Context: an optimization exercise on an open-source flow, tuned for small area, a short achievable clock period and few clock cycles per item. The choices shown serve that exercise and are no tape-out recipe. In this exercise RTL edits were held to simulation tests only and were not proved equivalent to the original. Power figures rest on the tool's default switching activity, not on a simulated workload.

quartz:
==> module ldpc_dec_top, before the edit <==
module ldpc_dec_top (
  input  logic         clk,
  input  logic         rst,
  input  logic         cyc,
  input  logic         stb,
  input  logic         we,
  input  logic [7:0]   adr,
  input  logic [31:0]  dat_w,
  output logic [31:0]  dat_r,
  output logic         ack
);
  localparam int NW   = 20;
  localparam int ND   = 18;
  localparam int NG   = 2;              
  localparam int GS   = ND / NG;        
  localparam int PIPE = 1;              
  logic [7:0]     w [NW];
  logic           ready, run;
  logic [GS:0]    ring;                 
  logic [GS-1:0]  rph;                  
  logic [GS-1:0]  wph;                  
  logic           wlast;                
  logic           req, wr, in_win, is_stat, go;
  logic [NW-1:0]  asel, sel;
  logic [7:0]     gm [NG];
  logic [7:0]     gq [NG];
  logic [7:0]     gf [NG];
  logic [7:0]     rw, rd;
  assign req     = cyc & stb;
  assign ack     = req;
  assign wr      = req & we;
  assign is_stat = adr == 8'h41;
  assign go      = wr & (adr == 8'h40) & dat_w[0];
  logic [3:0] p;   
  logic [4:0] q;   
  logic       hi0;
  always_comb begin
    for (int j = 0; j < 4; j++)
      p[j] = ~run & (adr[1:0] == 2'(j));
    for (int k = 0; k < 5; k++)
      q[k] = adr[4:2] == 3'(k);
    for (int i = 0; i < NW; i++)
      asel[i] = p[i % 4] & q[i / 4];
  end
  assign hi0    = adr[7:5] == 3'b000;
  assign in_win = hi0 & (adr[4:2] <= 3'd4);
  assign rph   = ring[GS-1:0];
  assign wph   = ring[GS:1];
  assign wlast = ring[GS];
  always_comb begin
    for (int i = 0; i < NW; i++)
      sel[i] = asel[i] | ((i < ND) ? rph[i % GS] : 1'b0);
  end
  always_comb begin
    rw = '0;
    for (int g = 0; g < NG; g++) begin
      gm[g] = '0;
      for (int j = 0; j < GS; j++)
        gm[g] = gm[g] | ({8{sel[g*GS+j]}} & w[g*GS+j]);
      rw = rw | gm[g];
    end
    for (int i = ND; i < NW; i++)
      rw = rw | ({8{sel[i]}} & w[i]);
  end
  for (genvar g = 0; g < NG; g++) begin : g_unit
    if (PIPE) begin : g_pipe
      always_ff @(posedge clk) gq[g] <= gm[g];
    end else begin : g_comb
      assign gq[g] = gm[g];
    end
    ldpc_fdec u_f (.x(gq[g]), .y(gf[g]));
  end
  assign rd    = rw;
  assign dat_r = in_win ? {{24{rd[7]}}, rd} : {31'b0, is_stat & (ready | wlast)};
  always_ff @(posedge clk) begin
    for (int i = 0; i < NW; i++) begin
      if (i < ND && run) begin
        if (wph[i % GS])
          w[i] <= gf[i / GS];
      end else if (wr && hi0 && asel[i]) begin
        w[i] <= dat_w[7:0];
      end
    end
  end
  always_ff @(posedge clk) begin
    if (rst) begin
      run   <= 1'b0;
      ready <= 1'b0;
      ring  <= '0;
    end else if (run) begin
      ring <= ring << 1;
      if (wlast) begin
        run   <= 1'b0;
        ready <= 1'b1;
      end
    end else if (go) begin
      run   <= 1'b1;
      ready <= 1'b0;
      ring  <= (GS+1)'(1);
    end else if (wr && in_win) begin
      ready <= 1'b0;
    end
  end
endmodule
Settings: LEC_CHECK=0, ABC_AREA=1, CAP_MARGIN=20, CORE_MARGIN=2, CORE_UTILIZATION=50, CTS_BUF_LIST=sky130_fd_sc_hd__clkbuf_4 sky130_fd_sc_hd__clkbuf_8, SETUP_SLACK_MARGIN=1.5, SLEW_MARGIN=20; clock period 4.0 ns.
run.sh (not shown) runs the stock make flow with config.mk's settings and CLKGATE_MAP_FILE= SYNTH_SCRIPT=/design/flow/synth_recipe.tcl, a recipe that flattens the netlist after the stock synthesis.
Testbench counts of quartz, summed over its fixed seeds: cycles 3,008, items 64.
--- input diff quartz..pepper ---
==> flow/design.v, changed modules only <==
module ldpc_dec_top (
  input  logic         clk,
  input  logic         rst,
  input  logic         cyc,
  input  logic         stb,
  input  logic         we,
  input  logic [7:0]   adr,
  input  logic [31:0]  dat_w,
  output logic [31:0]  dat_r,
  output logic         ack
);
  localparam int NW   = 20;
  localparam int ND   = 18;
  localparam int NG   = 2;              
  localparam int GS   = ND / NG;        
  localparam int PIPE = 1;              
  logic [7:0]     w [NW];
  logic           ready, run;
  logic [GS:0]    ring;                 
  logic [GS-1:0]  rph;                  
  logic [GS-1:0]  wph;                  
  logic           wlast;                
  logic           req, wr, lo_ok, is_stat, go;
  logic [NW-1:0]  asel, sel;
  logic [7:0]     gm [NG];
  logic [7:0]     gq [NG];
  logic [7:0]     gf [NG];
  logic [7:0]     rw, rd;
  assign req     = cyc & stb;
  assign ack     = req;
  assign wr      = req & we;
  assign is_stat = adr == 8'h41;
  assign go      = wr & (adr == 8'h40) & dat_w[0];
  assign lo_ok = (adr[7:5] == 3'b000) & ~run;
  always_comb begin
    for (int i = 0; i < NW; i++)
      asel[i] = lo_ok & (adr[4:0] == 5'(i));
  end
  assign rph   = ring[GS-1:0] | GS'(go);
  assign wph   = ring[GS:1];
  assign wlast = ring[GS];
  always_comb begin
    for (int i = 0; i < NW; i++)
      sel[i] = asel[i] | ((i < ND) ? rph[i % GS] : 1'b0);
  end
  always_comb begin
    rw = '0;
    for (int g = 0; g < NG; g++) begin
      gm[g] = '0;
      for (int j = 0; j < GS; j++)
        gm[g] = gm[g] | ({8{sel[g*GS+j]}} & w[g*GS+j]);
      rw = rw | gm[g];
    end
    for (int i = ND; i < NW; i++)
      rw = rw | ({8{sel[i]}} & w[i]);
  end
  for (genvar g = 0; g < NG; g++) begin : g_unit
    if (PIPE) begin : g_pipe
      always_ff @(posedge clk) gq[g] <= gm[g];
    end else begin : g_comb
      assign gq[g] = gm[g];
    end
    ldpc_fdec u_f (.x(gq[g]), .y(gf[g]));
  end
  assign rd    = rw & {8{~run}};
  assign dat_r = {{24{rd[7]}}, rd[7:1], rd[0] | (is_stat & (ready | wlast))};
  always_ff @(posedge clk) begin
    for (int i = 0; i < NW; i++) begin
      if (i < ND && run) begin
        if (wph[i % GS])
          w[i] <= gf[i / GS];
      end else if (wr && asel[i]) begin
        w[i] <= dat_w[7:0];
      end
    end
  end
  always_ff @(posedge clk) begin
    if (rst) begin
      run   <= 1'b0;
      ready <= 1'b0;
      ring  <= '0;
    end else if (run) begin
      ring <= ring << 1;
      if (wlast) begin
        run   <= 1'b0;
        ready <= 1'b1;
      end
    end else if (go) begin
      run   <= 1'b1;
      ready <= 1'b0;
      ring  <= (GS+1)'(2);   
    end else if (wr && asel != '0) begin
      ready <= 1'b0;
    end
  end
endmodule
## What came out
pepper completed every stage of the flow, and the final layout passed the timing, DRC and antenna checks. Hold slack is lower on quartz. pepper ended up with a higher total wire length after detailed routing than quartz did. Compared with quartz, instance count of the mapped netlist in pepper increased by a few percent. Diff quartz -> pepper | slack of the critical path | decrease of 0.026 ns. Initial cell density of the core sits higher in pepper than in quartz. Total power, pepper and quartz, higher one = quartz. Comparing the two runs side by side, pepper comes out behind quartz on synthesized area. pepper vs. quartz: met1 capacity usage during global routing went up by 0.48 points.
Testbench counts of pepper, summed over its fixed seeds: cycles 2,944, items 64.

* * *

Another version of the RTL of ldpc_dec_top (not shown whole).
Size: roughly 1200 cells after synthesis, about 190 flip-flops, ~78 I/O pins, roughly 10000 µm² of cells after synthesis.
==> module ldpc_dec_top, before the edit <==
module ldpc_dec_top (
  input  logic         clk,
  input  logic         rst,
  input  logic         cyc,
  input  logic         stb,
  input  logic         we,
  input  logic [7:0]   adr,
  input  logic [31:0]  dat_w,
  output logic [31:0]  dat_r,
  output logic         ack
);
  localparam int NW   = 20;
  localparam int ND   = 18;
  localparam int NG   = 2;              
  localparam int GS   = ND / NG;        
  localparam int PIPE = 1;              
  logic [7:0]     w [NW];
  logic           ready, run;
  logic [GS:0]    ring;                 
  logic [GS-1:0]  rph;                  
  logic [GS-1:0]  wph;                  
  logic           wlast;                
  logic           req, wr, lo_ok, is_stat, go;
  logic [NW-1:0]  asel, sel;
  logic [7:0]     gm [NG];
  logic [7:0]     gq [NG];
  logic [7:0]     gf [NG];
  logic [7:0]     rw, rd;
  assign req     = cyc & stb;
  assign ack     = req;
  assign wr      = req & we;
  assign is_stat = adr == 8'h41;
  assign go      = wr & (adr == 8'h40) & dat_w[0];
  assign lo_ok = (adr[7:5] == 3'b000) & ~run;
  always_comb begin
    for (int i = 0; i < NW; i++)
      asel[i] = lo_ok & (adr[4:0] == 5'(i));
  end
  assign rph   = ring[GS-1:0];
  assign wph   = ring[GS:1];
  assign wlast = ring[GS];
  always_comb begin
    for (int i = 0; i < NW; i++)
      sel[i] = asel[i] | ((i < ND) ? rph[i % GS] : 1'b0);
  end
  always_comb begin
    rw = '0;
    for (int g = 0; g < NG; g++) begin
      gm[g] = '0;
      for (int j = 0; j < GS; j++)
        gm[g] = gm[g] | ({8{sel[g*GS+j]}} & w[g*GS+j]);
      rw = rw | gm[g];
    end
    for (int i = ND; i < NW; i++)
      rw = rw | ({8{sel[i]}} & w[i]);
  end
  for (genvar g = 0; g < NG; g++) begin : g_unit
    if (PIPE) begin : g_pipe
      always_ff @(posedge clk) gq[g] <= gm[g];
    end else begin : g_comb
      assign gq[g] = gm[g];
    end
    ldpc_fdec u_f (.x(gq[g]), .y(gf[g]));
  end
  assign rd    = rw & {8{~run}};
  assign dat_r = {{24{rd[7]}}, rd[7:1], rd[0] | (is_stat & (ready | wlast))};
  always_ff @(posedge clk) begin
    for (int i = 0; i < NW; i++) begin
      if (i < ND && run) begin
        if (wph[i % GS])
          w[i] <= gf[i / GS];
      end else if (wr && asel[i]) begin
        w[i] <= dat_w[7:0];
      end
    end
  end
  always_ff @(posedge clk) begin
    if (rst) begin
      run   <= 1'b0;
      ready <= 1'b0;
      ring  <= '0;
    end else if (run) begin
      ring <= ring << 1;
      if (wlast) begin
        run   <= 1'b0;
        ready <= 1'b1;
      end
    end else if (go) begin
      run   <= 1'b1;
      ready <= 1'b0;
      ring  <= (GS+1)'(1);
    end else if (wr && asel != '0) begin
      ready <= 1'b0;
    end
  end
endmodule
Settings: LEC_CHECK=0, ABC_AREA=1, CAP_MARGIN=20, CORE_MARGIN=2, CORE_UTILIZATION=50, CTS_BUF_LIST=sky130_fd_sc_hd__clkbuf_4 sky130_fd_sc_hd__clkbuf_8, SETUP_SLACK_MARGIN=1.5, SLEW_MARGIN=20; clock period 4.0 ns.
Testbench counts at the start, summed over its fixed seeds: cycles 3,008, items 64.
Edit:
--- a/flow/design.v
+++ b/flow/design.v
@@ -336,5 +336,5 @@
   logic [GS-1:0]  wph;                  
   logic           wlast;                
-  logic           req, wr, lo_ok, is_stat, go;
+  logic           req, wr, in_win, is_stat, go;
   logic [NW-1:0]  asel, sel;
   logic [7:0]     gm [NG];
@@ -347,10 +347,18 @@
   assign is_stat = adr == 8'h41;
   assign go      = wr & (adr == 8'h40) & dat_w[0];
-  assign lo_ok = (adr[7:5] == 3'b000) & ~run;
+  logic [3:0] p;   
+  logic [4:0] q;   
+  logic       hi0;
   always_comb begin
+    for (int j = 0; j < 4; j++)
+      p[j] = ~run & (adr[1:0] == 2'(j));
+    for (int k = 0; k < 5; k++)
+      q[k] = adr[4:2] == 3'(k);
     for (int i = 0; i < NW; i++)
-      asel[i] = lo_ok & (adr[4:0] == 5'(i));
+      asel[i] = p[i % 4] & q[i / 4];
   end
-  assign rph   = ring[GS-1:0];
+  assign hi0    = adr[7:5] == 3'b000;
+  assign in_win = hi0 & (adr[4:2] <= 3'd4);
+  assign rph   = ring[GS-1:0] | GS'(go);
   assign wph   = ring[GS:1];
   assign wlast = ring[GS];
@@ -378,6 +386,6 @@
     ldpc_fdec u_f (.x(gq[g]), .y(gf[g]));
   end
-  assign rd    = rw & {8{~run}};
-  assign dat_r = {{24{rd[7]}}, rd[7:1], rd[0] | (is_stat & (ready | wlast))};
+  assign rd    = rw;
+  assign dat_r = in_win ? {{24{rd[7]}}, rd} : {31'b0, is_stat & (ready | wlast)};
   always_ff @(posedge clk) begin
     for (int i = 0; i < NW; i++) begin
@@ -385,5 +393,5 @@
         if (wph[i % GS])
           w[i] <= gf[i / GS];
-      end else if (wr && asel[i]) begin
+      end else if (wr && hi0 && asel[i]) begin
         w[i] <= dat_w[7:0];
       end
@@ -404,6 +412,6 @@
       run   <= 1'b1;
       ready <= 1'b0;
-      ring  <= (GS+1)'(1);
-    end else if (wr && asel != '0) begin
+      ring  <= (GS+1)'(2);   
+    end else if (wr && in_win) begin
       ready <= 1'b0;
     end
- The new run went through all stages and came out clean
- setup slack degrades by 0.032 ns
- utilization goes up by 1.3 points
- register-to-register slack degrades by 0.04 ns
- combinational power goes up to 2.5 times its value
- final cell count goes down by 1.1%
- die area hardly moves
- sequential power barely changes
- wire length goes up by 6.4%
- via count goes up by 2.8%
- cell area goes up by 2.4%
- first-iteration DRC count goes up by 25%
- maximum frequency goes down by 0.95%
- clock power goes up by about 10%
Testbench counts after the change, summed over its fixed seeds: cycles 2,944, items 64.

-- separate check: timing with driven ports --
The results above use ideal ports. As a check the final layouts listed here were re-extracted and re-timed, cells and wires unchanged. Step 1 sets driving cells, clkbuf_16 on the clock port and buf_2 on the other inputs (assumed; they add their load-dependent delay and slew). Step 2, shift: input delay + t, output delay - t, t = (earliest + latest rising clock arrival at the registers) / 2. This alone moves slack from input paths to output paths. Slacks: no drivers / after step 1 / after step 2; pairs: no drivers / after step 1.
run	t (ns)	setup WS [ns]	latest minus earliest clock arrival (ns)	worst register clock-pin slew, ns	worst data-port slew with drivers (ns)
quartz	0.487	0.637 / 0.601 / 0.601	0.014 / 0.014	0.10 / 0.10	0.04
pepper	0.485	0.611 / 0.574 / 0.574	0.020 / 0.021	0.11 / 0.11	0.07
the first run of note 2	0.501	0.634 / 0.575 / 0.575	0.016 / 0.016	0.11 / 0.11	0.07
the second run of note 2	0.512	0.601 / 0.566 / 0.566	0.020 / 0.020	0.11 / 0.11	0.05
After both steps setup and hold are still met in every run listed. For the first run of note 2, which loses most, drivers alone change the setup slack by -0.059 ns; drivers and shift together by -0.059 ns.
